What follows belongs to an exercise in optimizing a design on an open flow for small area, a short achievable clock period and few clock cycles per item; a production flow would make more cautious choices. Only simulation tests tie the RTL to the original design; equivalence was not proved.

==> lagoon <==
Design julia_render, start of the top module:
module julia_render #(
    parameter int H_PIXELS = 64,
    parameter int V_PIXELS = 48,
    parameter int MAX_ITER = 255,
    parameter int FRAC     = 14
) (
    input  logic               clock,
    input  logic               reset,
    input  logic               valid,
    input  logic signed [17:0] c_real,
    input  logic signed [17:0] c_comp,
    input  logic signed [17:0] x,
    input  logic signed [17:0] y,
    input  logic signed [17:0] scale,
    output logic [18:0]        wr_addr,
    output logic [7:0]         wr_data,
    output logic               wr_en,
    input  logic               wr_ready,
    output logic               busy,
    output logic               done
);
    logic [17:0] cr_q, ci_q, scale_q;
    logic [17:0] gr_q, gi_q;
    logic [5:0]  gcol_q, grow_q;
    logic        gdir_q, gdone_q;
    logic        v0_q, p0_q;
    logic [17:0] zr_q, zi_q, s0r_q, s0i_q;
    logic [7:0]  it0_q;
    logic [11:0] a0_q;
    logic        v1_q, p1_q, in1_q, per1_q, cap1_q;
    logic [17:0] s1r_q, s1i_q;
    logic [7:0]  it1_q;
    logic [11:0] a1_q;
    logic [31:0] xa_q, xb_q;
    logic [30:0] ya_q, yb_q;
    logic [31:0] ea_q, eb_q;
    logic        ov_q;
    logic [11:0] oa_q;
    logic [7:0]  od_q;
    logic        valid_q, busy_q, run_q, done_q;
    logic [15:0] dr, di;
    assign dr = zr_q[15:0];
    assign di = zi_q[15:0];
    wire t_1;
    wire t_2;
    assign t_1 = (dr[0] & dr[11]) ^ (dr[1] & dr[10]);
    assign t_2 = (dr[0] & dr[11]) & (dr[1] & dr[10]);
    wire t_3;
    wire t_4;
    assign t_3 = (dr[0] & dr[12]) ^ (dr[1] & dr[11]);
  ...
Settings: LEC_CHECK=0, CAP_MARGIN=20, CORE_MARGIN=2, CORE_UTILIZATION=40, SLEW_MARGIN=20; clock period 12.0 ns.
standard.sh (not shown) runs the stock make flow with config.mk's settings and CLKGATE_MAP_FILE= SYNTH_SCRIPT=/design/flow/synth_recipe.tcl, a recipe that flattens the netlist after the stock synthesis.
==> flow/flow/run.sh <==
#!/bin/bash
set -euo pipefail
bash standard.sh SETUP_SLACK_MARGIN=8 finish > standard_make.log 2>&1
==> amber (differences from lagoon) <==
--- a/flow/design.v
+++ b/flow/design.v
@@ -26,19 +26,20 @@
     logic        v0_q, p0_q;
     logic [17:0] zr_q, zi_q, s0r_q, s0i_q;
     logic [7:0]  it0_q;
     logic [11:0] a0_q;
     logic        v1_q, p1_q, in1_q, per1_q, cap1_q;
     logic [17:0] s1r_q, s1i_q;
     logic [7:0]  it1_q;
     logic [11:0] a1_q;
-    logic [31:0] xa_q, xb_q;
-    logic [30:0] ya_q, yb_q;
-    logic [31:0] ea_q, eb_q;
+    logic [23:0] xa_q, xb_q, ea_q, eb_q;
+    logic [22:0] ya_q, yb_q;
+    logic [1:0]  xk_q, ek_q;
+    logic        yk_q;
     logic        ov_q;
     logic [11:0] oa_q;
     logic [7:0]  od_q;
     logic        valid_q, busy_q, run_q, done_q;
     logic [15:0] dr, di;
     assign dr = zr_q[15:0];
     assign di = zi_q[15:0];
     wire t_1;
@@ -2055,58 +2056,65 @@
     assign t_912 = ~bop7[15] & t_856;
     wire t_913;
     wire t_914;
     assign t_913 = ~bop7[16] ^ bop7[15];
     assign t_914 = ~bop7[16] & bop7[15];
     wire [30:0] ya, yb;
     assign ya = {t_913, t_911, t_909, t_906, t_905, t_902, t_901, t_899, t_896, t_894, t_892, t_890, t_888, t_886, t_884, t_882, t_880, t_878, t_876, t_874, t_872, t_870, t_868, t_866, t_864, t_862, t_860, t_858, bon1, bop0[1], bon0};
     assign yb = {t_912, t_910, t_908, t_907, t_904, t_903, t_900, t_898, t_897, t_895, t_893, t_891, t_889, t_887, t_885, t_883, t_881, t_879, t_877, t_875, t_873, t_871, t_869, t_867, t_865, t_863, t_861, t_859, t_857, 1'b0, bop0[0]};
+    logic [9:0] xl, el;
+    logic [8:0] yl;
+    assign xl = {2'b0, xa[7:0]} + {2'b0, xb[7:0]} + 10'd2;
+    assign yl = {1'b0, ya[7:0]} + {1'b0, yb[7:0]};
+    assign el = {2'b0, ea[7:0]} + {2'b0, eb[7:0]} + 10'hff;
     localparam logic [63:0] MUL3 = 64'b1001001001001001001001001001001001001001001001001001001001001001;
     logic save;
     assign save = (it0_q[1:0] == 2'd0) && MUL3[it0_q[7:2]];
     logic inr, ini, per, cap;
     assign inr = (zr_q[17:15] == 3'b000) || (zr_q[17:15] == 3'b111) || (zr_q == 18'h08000);
     assign ini = (zi_q[17:15] == 3'b000) || (zi_q[17:15] == 3'b111) || (zi_q == 18'h08000);
     assign per = (it0_q != 8'h00) && (zr_q == s0r_q) && (zi_q == s0i_q);
     assign cap = (it0_q == 8'hff);
     always_ff @(posedge clock) begin
-        xa_q   <= xa;
-        xb_q   <= xb;
-        ya_q   <= ya;
-        yb_q   <= yb;
-        ea_q   <= ea;
-        eb_q   <= eb;
+        xa_q   <= xa[31:8];
+        xb_q   <= xb[31:8];
+        xk_q   <= xl[9:8];
+        ya_q   <= ya[30:8];
+        yb_q   <= yb[30:8];
+        yk_q   <= yl[8];
+        ea_q   <= ea[31:8];
+        eb_q   <= eb[31:8];
+        ek_q   <= el[9:8];
         in1_q  <= inr && ini;
         per1_q <= per;
         cap1_q <= cap;
         it1_q  <= it0_q;
         a1_q   <= a0_q;
         if (save) begin
             s1r_q <= zr_q;
             s1i_q <= zi_q;
         end else begin
             s1r_q <= s0r_q;
             s1i_q <= s0i_q;
         end
         s0r_q <= s1r_q;
         s0i_q <= s1i_q;
     end
     logic [17:0] zr_new, zi_new;
-    logic [31:0] xs;
-    logic [30:0] ys;
-    logic [31:0] es;
+    logic [23:0] xs, es;
+    logic [22:0] ys;
     logic        escape, fin, can_emit, emit, load;
     logic [7:0]  count;
-    assign xs     = xa_q + xb_q + {cr_q, 14'd2};
-    assign zr_new = xs[31:14];
-    assign ys     = ya_q + yb_q + {ci_q, 13'd0};
-    assign zi_new = ys[30:13];
-    assign es     = ea_q + eb_q + 32'hbfff_ffff;
-    assign escape = !in1_q || !es[31];
+    assign xs     = xa_q + xb_q + {cr_q, 6'd0} + {22'd0, xk_q};
+    assign zr_new = xs[23:6];
+    assign ys     = ya_q + yb_q + {ci_q, 5'd0} + {22'd0, yk_q};
+    assign zi_new = ys[22:5];
+    assign es     = ea_q + eb_q + 24'hbf_ffff + {22'd0, ek_q};
+    assign escape = !in1_q || !es[23];
     assign fin    = p1_q || (v1_q && (escape || cap1_q || per1_q));
     assign count  = (v1_q && per1_q) ? 8'hff : it1_q;
     assign can_emit = !ov_q || wr_ready;
     assign emit     = run_q && fin && can_emit;
     assign load     = run_q && !gdone_q && (emit || !(v1_q || p1_q));
     logic start, finish;
     assign start  = valid && !valid_q && !run_q;
     assign finish = gdone_q && !v0_q && !p0_q && !v1_q && !p1_q && !ov_q;
==> flow/flow/run.sh (replaced) <==
#!/bin/bash
set -euo pipefail
bash standard.sh SETUP_SLACK_MARGIN=8.15 "BUFFER_PORTS_ARGS=-buffer_cell sky130_fd_sc_hd__buf_1" finish > standard_make.log 2>&1
==> flow/config.mk (replaced) <==
export PLATFORM = sky130hd
export DESIGN_NAME = julia_render
export DESIGN_NICKNAME = julia_render
export VERILOG_FILES = /design/flow/design.v
export SDC_FILE = /design/flow/constraint.sdc
export NUM_CORES = 4
export LEC_CHECK = 0
export CAP_MARGIN = 20
export CORE_MARGIN = 2
export CORE_UTILIZATION = 60
export SLEW_MARGIN = 20
==> violet (differences from lagoon) <==
--- a/flow/design.v
+++ b/flow/design.v
@@ -26,19 +26,20 @@
     logic        v0_q, p0_q;
     logic [17:0] zr_q, zi_q, s0r_q, s0i_q;
     logic [7:0]  it0_q;
     logic [11:0] a0_q;
     logic        v1_q, p1_q, in1_q, per1_q, cap1_q;
     logic [17:0] s1r_q, s1i_q;
     logic [7:0]  it1_q;
     logic [11:0] a1_q;
-    logic [31:0] xa_q, xb_q;
-    logic [30:0] ya_q, yb_q;
-    logic [31:0] ea_q, eb_q;
+    logic [23:0] xa_q, xb_q, ea_q, eb_q;
+    logic [22:0] ya_q, yb_q;
+    logic [1:0]  xk_q, ek_q;
+    logic        yk_q;
     logic        ov_q;
     logic [11:0] oa_q;
     logic [7:0]  od_q;
     logic        valid_q, busy_q, run_q, done_q;
     logic [15:0] dr, di;
     assign dr = zr_q[15:0];
     assign di = zi_q[15:0];
     wire t_1;
@@ -2055,58 +2056,65 @@
     assign t_912 = ~bop7[15] & t_856;
     wire t_913;
     wire t_914;
     assign t_913 = ~bop7[16] ^ bop7[15];
     assign t_914 = ~bop7[16] & bop7[15];
     wire [30:0] ya, yb;
     assign ya = {t_913, t_911, t_909, t_906, t_905, t_902, t_901, t_899, t_896, t_894, t_892, t_890, t_888, t_886, t_884, t_882, t_880, t_878, t_876, t_874, t_872, t_870, t_868, t_866, t_864, t_862, t_860, t_858, bon1, bop0[1], bon0};
     assign yb = {t_912, t_910, t_908, t_907, t_904, t_903, t_900, t_898, t_897, t_895, t_893, t_891, t_889, t_887, t_885, t_883, t_881, t_879, t_877, t_875, t_873, t_871, t_869, t_867, t_865, t_863, t_861, t_859, t_857, 1'b0, bop0[0]};
+    logic [9:0] xl, el;
+    logic [8:0] yl;
+    assign xl = {2'b0, xa[7:0]} + {2'b0, xb[7:0]} + 10'd2;
+    assign yl = {1'b0, ya[7:0]} + {1'b0, yb[7:0]};
+    assign el = {2'b0, ea[7:0]} + {2'b0, eb[7:0]} + 10'hff;
     localparam logic [63:0] MUL3 = 64'b1001001001001001001001001001001001001001001001001001001001001001;
     logic save;
     assign save = (it0_q[1:0] == 2'd0) && MUL3[it0_q[7:2]];
     logic inr, ini, per, cap;
     assign inr = (zr_q[17:15] == 3'b000) || (zr_q[17:15] == 3'b111) || (zr_q == 18'h08000);
     assign ini = (zi_q[17:15] == 3'b000) || (zi_q[17:15] == 3'b111) || (zi_q == 18'h08000);
     assign per = (it0_q != 8'h00) && (zr_q == s0r_q) && (zi_q == s0i_q);
     assign cap = (it0_q == 8'hff);
     always_ff @(posedge clock) begin
-        xa_q   <= xa;
-        xb_q   <= xb;
-        ya_q   <= ya;
-        yb_q   <= yb;
-        ea_q   <= ea;
-        eb_q   <= eb;
+        xa_q   <= xa[31:8];
+        xb_q   <= xb[31:8];
+        xk_q   <= xl[9:8];
+        ya_q   <= ya[30:8];
+        yb_q   <= yb[30:8];
+        yk_q   <= yl[8];
+        ea_q   <= ea[31:8];
+        eb_q   <= eb[31:8];
+        ek_q   <= el[9:8];
         in1_q  <= inr && ini;
         per1_q <= per;
         cap1_q <= cap;
         it1_q  <= it0_q;
         a1_q   <= a0_q;
         if (save) begin
             s1r_q <= zr_q;
             s1i_q <= zi_q;
         end else begin
             s1r_q <= s0r_q;
             s1i_q <= s0i_q;
         end
         s0r_q <= s1r_q;
         s0i_q <= s1i_q;
     end
     logic [17:0] zr_new, zi_new;
-    logic [31:0] xs;
-    logic [30:0] ys;
-    logic [31:0] es;
+    logic [23:0] xs, es;
+    logic [22:0] ys;
     logic        escape, fin, can_emit, emit, load;
     logic [7:0]  count;
-    assign xs     = xa_q + xb_q + {cr_q, 14'd2};
-    assign zr_new = xs[31:14];
-    assign ys     = ya_q + yb_q + {ci_q, 13'd0};
-    assign zi_new = ys[30:13];
-    assign es     = ea_q + eb_q + 32'hbfff_ffff;
-    assign escape = !in1_q || !es[31];
+    assign xs     = xa_q + xb_q + {cr_q, 6'd0} + {22'd0, xk_q};
+    assign zr_new = xs[23:6];
+    assign ys     = ya_q + yb_q + {ci_q, 5'd0} + {22'd0, yk_q};
+    assign zi_new = ys[22:5];
+    assign es     = ea_q + eb_q + 24'hbf_ffff + {22'd0, ek_q};
+    assign escape = !in1_q || !es[23];
     assign fin    = p1_q || (v1_q && (escape || cap1_q || per1_q));
     assign count  = (v1_q && per1_q) ? 8'hff : it1_q;
     assign can_emit = !ov_q || wr_ready;
     assign emit     = run_q && fin && can_emit;
     assign load     = run_q && !gdone_q && (emit || !(v1_q || p1_q));
     logic start, finish;
     assign start  = valid && !valid_q && !run_q;
     assign finish = gdone_q && !v0_q && !p0_q && !v1_q && !p1_q && !ov_q;
==> flow/flow/run.sh (replaced) <==
#!/bin/bash
set -euo pipefail
bash standard.sh SETUP_SLACK_MARGIN=8 "BUFFER_PORTS_ARGS=-buffer_cell sky130_fd_sc_hd__buf_1" finish > standard_make.log 2>&1
==> flow/config.mk (replaced) <==
export PLATFORM = sky130hd
export DESIGN_NAME = julia_render
export DESIGN_NICKNAME = julia_render
export VERILOG_FILES = /design/flow/design.v
export SDC_FILE = /design/flow/constraint.sdc
export NUM_CORES = 4
export LEC_CHECK = 0
export CAP_MARGIN = 20
export CORE_MARGIN = 2
export CORE_UTILIZATION = 60
export SLEW_MARGIN = 20
==> qor summary <==
quantity                                                                 violet           amber           lagoon
Die height                                                               237 um          237 um           291 um
Routed length on met1                                                 36,300 um       37,200 um        37,900 um
Post-detailed-route wirelength per cell                                 21.2 um         21.8 um          19.3 um
Post-DP HPWL                                                          61,200 um       60,400 um        59,600 um
Synthesis-to-layout area growth                                           12.5%           15.5%            16.9%
Global routing usage on met3                                              4.01%           5.82%            2.44%
Share of final layout cell area taken by non-clock buffers                4.87%           6.70%            6.50%
Comb_multi_in                                                             2,079           2,078            2,035
Tightest Pin Transition                                                 1.05 ns         1.08 ns         0.883 ns
Horizontal die dimension                                                 237 um          237 um           291 um
End point of the critical path                                         gi_q[10]        eb_q[10]            wr_en
Proportion of cell area occupied by multi-input gates                     55.4%           54.5%            51.9%
Required time reported for the critical path endpoint                  12.31 ns        12.51 ns          9.60 ns
Slowest library cell on the worst path                                   a41o_2            fa_2  clkdlybuf4s50_1
Number of flip-flops and latches in the synthesized netlist                 430             430              466
Area of combinational cells with multiple inputs                    20,300 um^2     20,400 um^2      20,000 um^2
Post-cts resize count                                                       109             187               95
Worst min-delay path endpoint                                          s0r_q[8]        s0r_q[6]         s0i_q[5]
Top layer used by detailed routing                                         met4            met5             met5
Mean instance size in the synthesized netlist                         10.1 um^2       10.1 um^2        10.3 um^2
Count of buffers added by post-CTS timing repair for setup                   35              52               37
Result of the run                                                finished clean  finished clean   finished clean
Gate count after technology mapping                                       3,220           3,220            3,206
Last weighted congestion value of the routability-driven placer           0.866           0.869            0.875
Testbench counts of lagoon, summed over its fixed seeds: cycles 1,323,491, pixels 98,304.
Testbench counts of amber, summed over its fixed seeds: cycles 1,323,491, pixels 98,304.
Testbench counts of violet, summed over its fixed seeds: cycles 1,323,491, pixels 98,304.

==> re-timing with driven ports <==
In the flow no input, the clock included, has a driving cell. The finished layouts below were timed again as built, in two steps. Step 1 sets driving cells, clkbuf_16 on the clock port and buf_2 on the other inputs (assumed; they add their load-dependent delay and slew). Step 2, shift: input delay + t, output delay - t, t = (earliest + latest rising clock arrival at the registers) / 2. This alone moves slack from input paths to output paths. Slacks: no drivers / after step 1 / after step 2; pairs: no drivers / after step 1.
| run | t (ns) | setup slack, ns | worst hold slack (ns) |
|---|---|---|---|
| lagoon | 0.681 | 8.058 / 7.996 / 7.523 | 0.298 / 0.298 / 0.298 |
| amber | 0.668 | 8.110 / 8.110 / 7.542 | 0.303 / 0.303 / 0.303 |
| violet | 0.671 | 8.069 / 8.077 / 7.438 | 0.313 / 0.313 / 0.313 |
After both steps every run listed still meets setup and hold. For violet, which loses most, drivers alone change the setup slack by +0.008 ns; drivers and shift together by -0.631 ns.
